Context: an optimization exercise on an open-source flow, tuned for small area, a short achievable clock period and few clock cycles per item. The choices shown serve that exercise and are no tape-out recipe.
In this exercise RTL edits were held to simulation tests only and were not proved equivalent to the original.
Power figures rest on the tool's default switching activity, not on a simulated workload.

==> flow/design.v (outline; a module is shown in full before it is edited, if it fits) <==
// module neurona_mac: 1724 lines
// module neurona_mac_fa: 10 lines
// module neurona_mac_c42: 17 lines
// module neurona_mac_c32: 16 lines
// module neurona_mac_ha: 9 lines
module neurona_mac #(
    parameter int Signo     = 1,
    parameter int Magnitud  = 7,
    parameter int Precision = 24,
    parameter int Width     = Signo + Magnitud + Precision,
    parameter int NEntradas = 4
) (
    input  logic             CLK,
    input  logic             RST,
    input  logic             Inicio,
    input  logic [Width-1:0] Sesgo,
    input  logic             EntradaValida,
    input  logic [Width-1:0] Entrada,
    input  logic [Width-1:0] Peso,
    output logic             Ocupado,
    output logic             Listo,
    output logic [Width-1:0] Salida,
    output logic             Error
);
  // ...
==> flow/flow/run.sh <==
#!/bin/bash
set -euo pipefail
MARGIN=$(cat flow/margin.txt)
bash standard.sh SETUP_SLACK_MARGIN=$MARGIN \
  "BUFFER_PORTS_ARGS=-buffer_cell sky130_fd_sc_hd__buf_4" \
  finish > orfs_make.log 2>&1
==> flow/flow/margin.txt <==
9.7
==> flow/standard.sh <==
#!/bin/bash
# synth_recipe.tcl (not shown) runs the flow's synth.tcl, then flattens the netlist and writes it again
# the make line also repeats each setting of config.mk as NAME=value (left out here)
make -C /OpenROAD-flow-scripts/flow DESIGN_CONFIG=/design/flow/config.mk WORK_HOME=/design/flow/orfs CLKGATE_MAP_FILE= SYNTH_SCRIPT=/design/flow/synth_recipe.tcl "${@:-finish}"
==> flow/config.mk <==
export PLATFORM = sky130hd
export DESIGN_NAME = neurona_mac
export DESIGN_NICKNAME = neurona_mac
export VERILOG_FILES = /design/flow/design.v
export SDC_FILE = /design/flow/constraint.sdc
export NUM_CORES = 4
export LEC_CHECK = 0
export CAP_MARGIN = 20
export CORE_MARGIN = 2
export CORE_UTILIZATION = 40
export SLEW_MARGIN = 20
export SYNTH_HIERARCHICAL = 1
export TNS_END_PERCENT = 10
==> flow/constraint.sdc <==
create_clock -name core_clock -period 13.5 [get_ports {CLK}]
set_input_delay 2.7000 -clock core_clock [delete_from_list [all_inputs] [get_ports {CLK}]]
set_output_delay 2.7000 -clock core_clock [all_outputs]
set_load 0.01 [all_outputs]
==> results.yml, run 1 <==
status:
  status: "finished clean"
yosys:
  netlist_instances: 3140
  synth_edf_count: 0
  yosysMostFrequentCell: "xnor2_1"
  netlist_area_mm2: 0.0325
  synthAdderAreaFrac: 0.359
  synthSimpleGateAreaFrac: 0.0733
placed_design:
  dp_hpwl_um: 66800
sta:
  grt_setup_unrepaired: "yes"
  max_freq_mhz: 248
  fin_setup_tns_ns: 0
  worst_hold_slack_ns: 0.345
  drv_slew: 0
  hold_violations: 0
pwr:
  total_power_mw: 3.48
clocking:
  cts_max_path_buffers: 3
  clkTransAtPathRegs_ns: 0.06
layout:
  final_common_cell: "xnor2_1"
  top_register: "r1_q"
  dominant_cells: "multi-input combinational cells"
  n_all_inverters: 23
floorplan:
  core-area_mm2: 0.0804
  start_util: 0.404
grt:
  antenna_found_initial: 3
setup_path:
  worst_ep_arrival_time_ns: 4.54
  critPathMaxStageDelay_ns: 0.58
drt:
  vias: 26004
  antenna_left: 0
Testbench counts, summed over its fixed seeds: cycles 3,584, items 512.
==> run 2, diff against run 1 <==
--- a/flow/design.v
+++ b/flow/design.v
@@ -43,52 +43,56 @@
             if (libre_q) cuenta_q <= 3'd0;
             else if (toma) cuenta_q <= cuenta_q + 3'd1;
             v1_q <= toma;
             l1_q <= toma && (cuenta_q == 3'(NEntradas - 1));
             v2_q <= v1_q;
             l2_q <= l1_q;
         end
     end
+    localparam bit GATE = 1;
     logic [31:0] e1_q;
     logic        sg1_q;
     logic [15:0] one1_q, two1_q, neg1_q;
     logic [32:0] wx;
     logic [15:0] one_d, two_d;
     assign wx = {Peso, 1'b0};
     always_comb begin
         for (int i = 0; i < 16; i++) begin
             one_d[i] = wx[2*i+1] ^ wx[2*i];
             two_d[i] = (wx[2*i+2] & ~wx[2*i+1] & ~wx[2*i]) | (~wx[2*i+2] & wx[2*i+1] & wx[2*i]);
         end
     end
     always_ff @(posedge CLK) begin
         sg1_q  <= Entrada[31] ^ Peso[31];
-        e1_q   <= toma ? Entrada : 32'd0;
-        one1_q <= toma ? one_d : 16'd0;
-        two1_q <= toma ? two_d : 16'd0;
-        for (int i = 0; i < 16; i++) neg1_q[i] <= toma & Peso[2*i+1];
+        e1_q   <= Entrada;
+        one1_q <= one_d & {16{toma}};
+        two1_q <= two_d & {16{toma}};
+        for (int i = 0; i < 16; i++) neg1_q[i] <= Peso[2*i+1];
     end
     logic [15:0] onen1_q, twon1_q, negn1_q;
     always_ff @(posedge CLK) begin
-        onen1_q <= ~one_d;
-        twon1_q <= ~two_d;
-        for (int i = 0; i < 16; i++) negn1_q[i] <= ~Peso[2*i+1];
+        onen1_q <= ~(one_d & {16{toma | !GATE}});
+        twon1_q <= ~(two_d & {16{toma | !GATE}});
+        for (int i = 0; i < 16; i++) negn1_q[i] <= ~(Peso[2*i+1] & (toma | !GATE));
     end
-    logic [33:0] ex;
+    logic [33:0] ex, ey;
     assign ex = {e1_q[31], e1_q, 1'b0};
+    assign ey = ex;
     localparam int SPLIT = 99;
     logic [32:0] pp [16];
     always_comb begin
         for (int i = 0; i < 16; i++)
             for (int j = 0; j < 33; j++)
-                if (j < SPLIT)
+                if (i < 8)
                     pp[i][j] = ((one1_q[i] & ex[j+1]) | (two1_q[i] & ex[j])) ^ neg1_q[i];
+                else if (j < SPLIT)
+                    pp[i][j] = ((one1_q[i] & ey[j+1]) | (two1_q[i] & ey[j])) ^ neg1_q[i];
                 else
-                    pp[i][j] = ((~onen1_q[i] & ex[j+1]) | (~twon1_q[i] & ex[j])) ^ ~negn1_q[i];
+                    pp[i][j] = ((~onen1_q[i] & ey[j+1]) | (~twon1_q[i] & ey[j])) ^ ~negn1_q[i];
     end
     wire pps0 = ~pp[0][32];
     wire pps1 = ~pp[1][32];
     wire pps2 = ~pp[2][32];
     wire pps3 = ~pp[3][32];
     wire pps4 = ~pp[4][32];
     wire pps5 = ~pp[5][32];
     wire pps6 = ~pp[6][32];
@@ -1046,17 +1050,16 @@
     logic [63:12] r2_q;
     always_ff @(posedge CLK) begin
         sg2_q <= sg1_q;
         cl2_q <= cl_d;
         r0_q <= r0_d;
         r1_q <= r1_d;
         r2_q <= r2_d;
     end
-    localparam bit GATE = 1;
     logic [34:0] acc_q;
     logic        err_q;
     logic [31:0] salida_q;
     logic        error_q;
     wire c_hs60, c_hc60;
     neurona_mac_ha u_c_ha60 (.a(r0_q[18]), .b(r1_q[18]), .s(c_hs60), .co(c_hc60));
     wire c_hs61, c_hc61;
     neurona_mac_ha u_c_ha61 (.a(r0_q[19]), .b(r1_q[19]), .s(c_hs61), .co(c_hc61));
@@ -1465,19 +1468,19 @@
     wire sr_s32 = sr_p0[32] ^ sr_c32;
     wire sr_c33 = (sr_g6_32 | (sr_p6_32 & c24));
     wire sr_s33 = sr_p0[33] ^ sr_c33;
     wire sr_c34 = (sr_g6_33 | (sr_p6_33 & c24));
     wire sr_s34 = sr_p0[34] ^ sr_c34;
     wire sr_c35 = (sr_g6_34 | (sr_p6_34 & c24));
     wire [34:0] sraw = {sr_s34, sr_s33, sr_s32, sr_s31, sr_s30, sr_s29, sr_s28, sr_s27, sr_s26, sr_s25, sr_s24, sr_s23, sr_s22, sr_s21, sr_s20, sr_s19, sr_s18, sr_s17, sr_s16, sr_s15, sr_s14, sr_s13, sr_s12, sr_s11, sr_s10, sr_s9, sr_s8, sr_s7, sr_s6, sr_s5, sr_s4, sr_s3, sr_s2, sr_s1, sr_s0};
     wire [3:0] st0 = xa[34:31] + xb[34:31];
-    wire [3:0] st1 = xa[34:31] + xb[34:31] + 4'd1;
-    wire       oraw = sr_c31 ? !((&st1) || !(|st1)) : !((&st0) || !(|st0));
-    wire       sraw_neg = sr_c31 ? st1[3] : st0[3];
+        wire [3:0] st1 = xa[34:31] + xb[34:31] + 4'd1;
+        wire       oraw = sr_c31 ? !((&st1) || !(|st1)) : !((&st0) || !(|st0));
+        wire       sraw_neg = sr_c31 ? st1[3] : st0[3];
     wire [30:0] ph_g0 = pa[54:24] & pb[54:24];
     wire [30:0] ph_p0 = pa[54:24] ^ pb[54:24];
     wire ph_g1_1 = ph_g0[1] | (ph_p0[1] & ph_g0[0]);
     wire ph_p1_1 = ph_p0[1] & ph_p0[0];
     wire ph_g1_3 = ph_g0[3] | (ph_p0[3] & ph_g0[2]);
     wire ph_p1_3 = ph_p0[3] & ph_p0[2];
     wire ph_g1_5 = ph_g0[5] | (ph_p0[5] & ph_g0[4]);
     wire ph_p1_5 = ph_p0[5] & ph_p0[4];
@@ -1684,18 +1687,18 @@
     wire ph_c28 = (ph_g5_27 | (ph_p5_27 & c24));
     wire ph_s28 = ph_p0[28] ^ ph_c28;
     wire ph_c29 = (ph_g5_28 | (ph_p5_28 & c24));
     wire ph_s29 = ph_p0[29] ^ ph_c29;
     wire ph_c30 = (ph_g5_29 | (ph_p5_29 & c24));
     wire ph_s30 = ph_p0[30] ^ ph_c30;
     wire ph_c31 = (ph_g5_30 | (ph_p5_30 & c24));
     wire [8:0] pt0 = pa[63:55] + pb[63:55];
-    wire [8:0] pt1 = pa[63:55] + pb[63:55] + 9'd1;
-    wire       povf = ph_c31 ? !((&pt1) || !(|pt1)) : !((&pt0) || !(|pt0));
+        wire [8:0] pt1 = pa[63:55] + pb[63:55] + 9'd1;
+        wire       povf = ph_c31 ? !((&pt1) || !(|pt1)) : !((&pt0) || !(|pt0));
     wire [34:0] smax = acc_q + 35'h07FFFFFFF;
     wire [34:0] smin = acc_q + 35'h780000000;
     wire [34:0] ssat = sg2_q ? smin : smax;
     wire [34:0] acc_d = povf ? ssat : sraw;
     wire        osat = !((&ssat[34:31]) || !(|ssat[34:31]));
     wire [32:0] craw = oraw ? {1'b1, sraw_neg ? 32'h80000000 : 32'h7FFFFFFF} : {1'b0, sraw[31:0]};
     wire [32:0] csat = osat ? {1'b1, ssat[34] ? 32'h80000000 : 32'h7FFFFFFF} : {1'b0, ssat[31:0]};
     wire [32:0] cfin = povf ? csat : craw;
--- a/flow/config.mk
+++ b/flow/config.mk
@@ -5,9 +5,9 @@
 export SDC_FILE = /design/flow/constraint.sdc
 export NUM_CORES = 4
 export LEC_CHECK = 0
 export CAP_MARGIN = 20
 export CORE_MARGIN = 2
 export CORE_UTILIZATION = 40
 export SLEW_MARGIN = 20
 export SYNTH_HIERARCHICAL = 1
-export TNS_END_PERCENT = 10
+export TNS_END_PERCENT = 0
==> run 2 against run 1 <==
Net effect: still clean; core utilization shrank 1.5 points; synthesized cell count shrank 1.4%; critical path depth shrank 6; global-route usage shrank 0.11 points.
==> results.yml, run 2 <==
sta:
  slew_headroom: 0.339
  finalWorstSetupSlack_ns: 9.43
  drv_slew: 0
  worst_pin_slew_ns: 0.991
  period_share: 0.302
  clock_skew_ns: 0.0317
  max_freq_mhz: 245
  period_minus_slack_ns: 4.07
  hold_violations: 0
  fin_setup_tns_ns: 0
  worst_hold_slack_ns: 0.348
  setup_viol: 0
  grt_setup_unrepaired: "yes"
grt:
  antenna_found_initial: 1
  grt_pass1_vias: 25838
  grtUsageTotal: 0.258
  gr-total-overflow: 0
  grt_pass1_wl_um: 162000
  grt_start_max_net_pins: 70
layout:
  regArea_mm2: 0.00618
  layout_common_cells: "560 x xnor2_1, 497 x a22oi_1, 470 x fa_1, 210 x buf_4, 199 x dfxtp_1"
  top_register: "r1_q"
  fin_nets: 3819
  drive_gt1_frac: 0.133
  reg_top3: "r1_q (52), r0_q (51), acc_q (35)"
  num-fill-cells: 7566
  area_delta_synth_final_pct: 11.3
  utilization: 0.448
  largest_register_ffs: 52
  multi_input_area_mm2: 0.0253
  final_common_cell: "xnor2_1"
setup_path:
  timing.setup.critical_path_class: "register to register"
  critPathMaxStageDelay_ns: 0.97
  crit_path_cell_trace: "a22oi_1 -> xnor2_1 -> fa_1 -> fa_1 -> fa_1 -> fa_1 -> fa_1"
  crit_required_ns: 13.92
  cp-end-kind: "register"
  cp-start-kind: "register"
  crit_top_cell: "fa_1"
  critPathBufInv: 0
  worst_ep_arrival_time_ns: 4.50
  crit_path_max_fanout: 32
  crit_family: "adder cells"
  cp_slowest_cell: "dfxtp_2"
pwr:
  p_switching_mw: 4.77
  internal-power_mw: 4.69
  leakagePower_nw: 12.5
  power_frac_comb: 0.750
  sequentialPowerShare: 0.145
  switching_share: 0.504
  pwr-share-clk: 0.106
  power.density_mw_per_mm2: 264
  vdd_ir_drop_max_mv: 0.246
clocking:
  clock-root-buffer: "clkbuf_16"
  clock-sinks: 293
  holdBufCountCts: 0
  clock_latency_ns: 0.60
  cts_tree: "built"
  clkTransAtPathRegs_ns: 0.06
  htreeDepth: 2
  cts_max_path_buffers: 3
  cts_made_buffers: 37
yosys:
  netlist_instances: 3097
  synth-async-reset-ratio: 0.150
  synth_area_leaders: "fa_1 29%, dfxtp_1 15%, xnor2_1 15%"
  yosysWarnings: 9
  synth_cell_types: 77
  yosysSeqAreaShare: 0.189
  synth_common_cells: "560 x xnor2_1, 497 x a22oi_1, 470 x fa_1, 249 x dfxtp_1, 244 x clkbuf_1"
  synth_edf_count: 0
  avgSynthCellArea_um2: 10.4
  synth.top_cell.area_share: 0.292
  ys.flop_type: "dfxtp_1"
  synth-seq-cells: 293
  synth_top_cell_by_area: "fa_1"
  netlist_area_mm2: 0.0323
  yosysMostFrequentCell: "xnor2_1"
drt:
  first_pass_iters: 7
  drtIter0Drc: 2897
  wl_per_cell_um: 26.1
  finalWirelength_um: 108000
  viasPerCell: 6.10
  drc_errors: 0
  vias: 25353
  antenna_left: 0
status:
  status: "finished clean"
placed_design:
  port_buffers: 134
  dp_slack_ns: 8.53
  place.gp.congestion: 0.874
  dp_hpwl_um: 67200
floorplan:
  rows: 104
  die_y_um: 288
  chipWidth_um: 288
  core-area_mm2: 0.0802
  start_util: 0.402
  io_pins: 135
  dieArea_mm2: 0.0829
hold_path:
  hold_path.class: "register to register"
job:
  drv_cap: 0
==> run 2: cell types whose count changed after synthesis, sizes merged, moves of 16 or more <==
cell	before	now
a32oi	1	25
and2	55	3
nor2	101	134
a31oi	32	12
o21ai	87	71
nand2	135	107
==> run 2: cell families (layout without fill, tap and decap cells) <==
family                     after synthesis  count (layout)  share of synthesized area
AOI/OAI and AO/OA                      787             790                      0.176
xor gates and xnor gates               606             606                      0.165
and+or+nand+nor                        394             394                     0.0590
buffers and inverters                  335             317                     0.0402
other                                    1              18                   0.000116
DFF                                    293             293                      0.189
muxes                                   31              31                    0.00970
adders and majority gates              650             650                      0.362
==> run 2: routing by layer <==
metal | share of wire | vias up | track usage
met1 | 0.41 | 12505 | 0.353
met3 | 0.13 | 331 | 0.0765
met2 | 0.42 | 1727 | 0.382
met5 | 0.000074 | - | 0
met4 | 0.040 | 2 | 0.102
li1 | - | 10788 | -
==> run 2: final timing paths <==
check / from / to / slack, ns / cells after the start
max: two1_q[11] / r2_q[27] / 9.43 / 7
min: v1_q / v2_q / 0.35 / 0
max reg2reg: two1_q[11] / r2_q[27] / 9.43 / 7
min reg2reg: v1_q / v2_q / 0.35 / 0
max in group asynchronous: RST / cuenta_q[2] / 10.74 / 2
min in group asynchronous: RST / salida_q[3] / 2.25 / 2
==> run 2: cell type report <==
class | instances | share of cell area
well taps | 1060 | 0.0369
inverters | 32 | 0.00338
repair buffers | 217 | 0.0483
clock inverters | 20 | 0.00505
diodes | 1 | 0.0000697
multi-input cells | 2488 | 0.705
flip-flops and latches | 293 | 0.172
clock buffers | 48 | 0.0292
==> run 2: what timing repair did <==
item | 4_1_cts | 5_1_grt
resized for setup | 44 | 22
pin swaps | 15 | 7
buffers inserted | 6 | 4
gates cloned | 4 | 2
endpoints found under the setup margin | 163 | 171
==> run 2: power groups by stage <==
stage          sequential, mW  combinational [mW]  clock, mW
2_1_floorplan            1.31                4.67          0
3_3_place_gp             1.38                6.33          0
3_5_place_dp             1.39                6.33          0
4_1_cts                  1.37                6.85       1.02
5_1_grt                  1.40                7.81       1.05
6_report                 1.37                7.09       1.00
==> run 2: Yosys stat by module, one instance, submodules excluded <==
module | cells inside | flip-flops and latches | cell area [um2]
neurona_mac_fa | 1 | 0 | 20.0
neurona_mac | 2550 | 293 | 21900
neurona_mac_ha | 1 | 0 | 12.5
==> run 2: stage by stage <==
step / std cells / power [mW] / instance area, um2
3_3_place_gp: 4074 / 7.71 / 34200
2_1_floorplan: 3113 / 5.99 / 32500
4_1_cts: 4152 / 9.24 / 35700
3_5_place_dp: 4074 / 7.72 / 34200
6_report: 4159 / 9.46 / 35900
5_1_grt: 4158 / 10.3 / 35900
Testbench counts of run 2, summed over its fixed seeds: cycles 3,584, items 512.

## re-timing with driven ports
The flow's constraints put no driver on any port. The routed layouts listed below were extracted and timed again, unchanged, in two steps. Step 1: set_driving_cell puts a clkbuf_16 on CLK and a buf_2 on each other input, an assumption about the parent block. Step 2, shift: input delay + t, output delay - t, t = (earliest + latest rising clock arrival at the registers) / 2. This alone moves slack from input paths to output paths. a / b / c = no drivers / after step 1 / after step 2; a / b = the first two.
run | t (ns) | setup WS [ns] | worst data-port slew with drivers (ns) | pins driven straight from the clock port
run 1 | 0.647 | 9.468 / 9.468 / 9.014 | 0.07 | 1
run 2 | 0.651 | 9.425 / 9.425 / 9.425 | 0.07 | 1
After both steps every run listed still meets setup and hold. The setup slack of run 1, which loses most, moves by 0.000 ns with the drivers and by -0.454 ns with both steps.
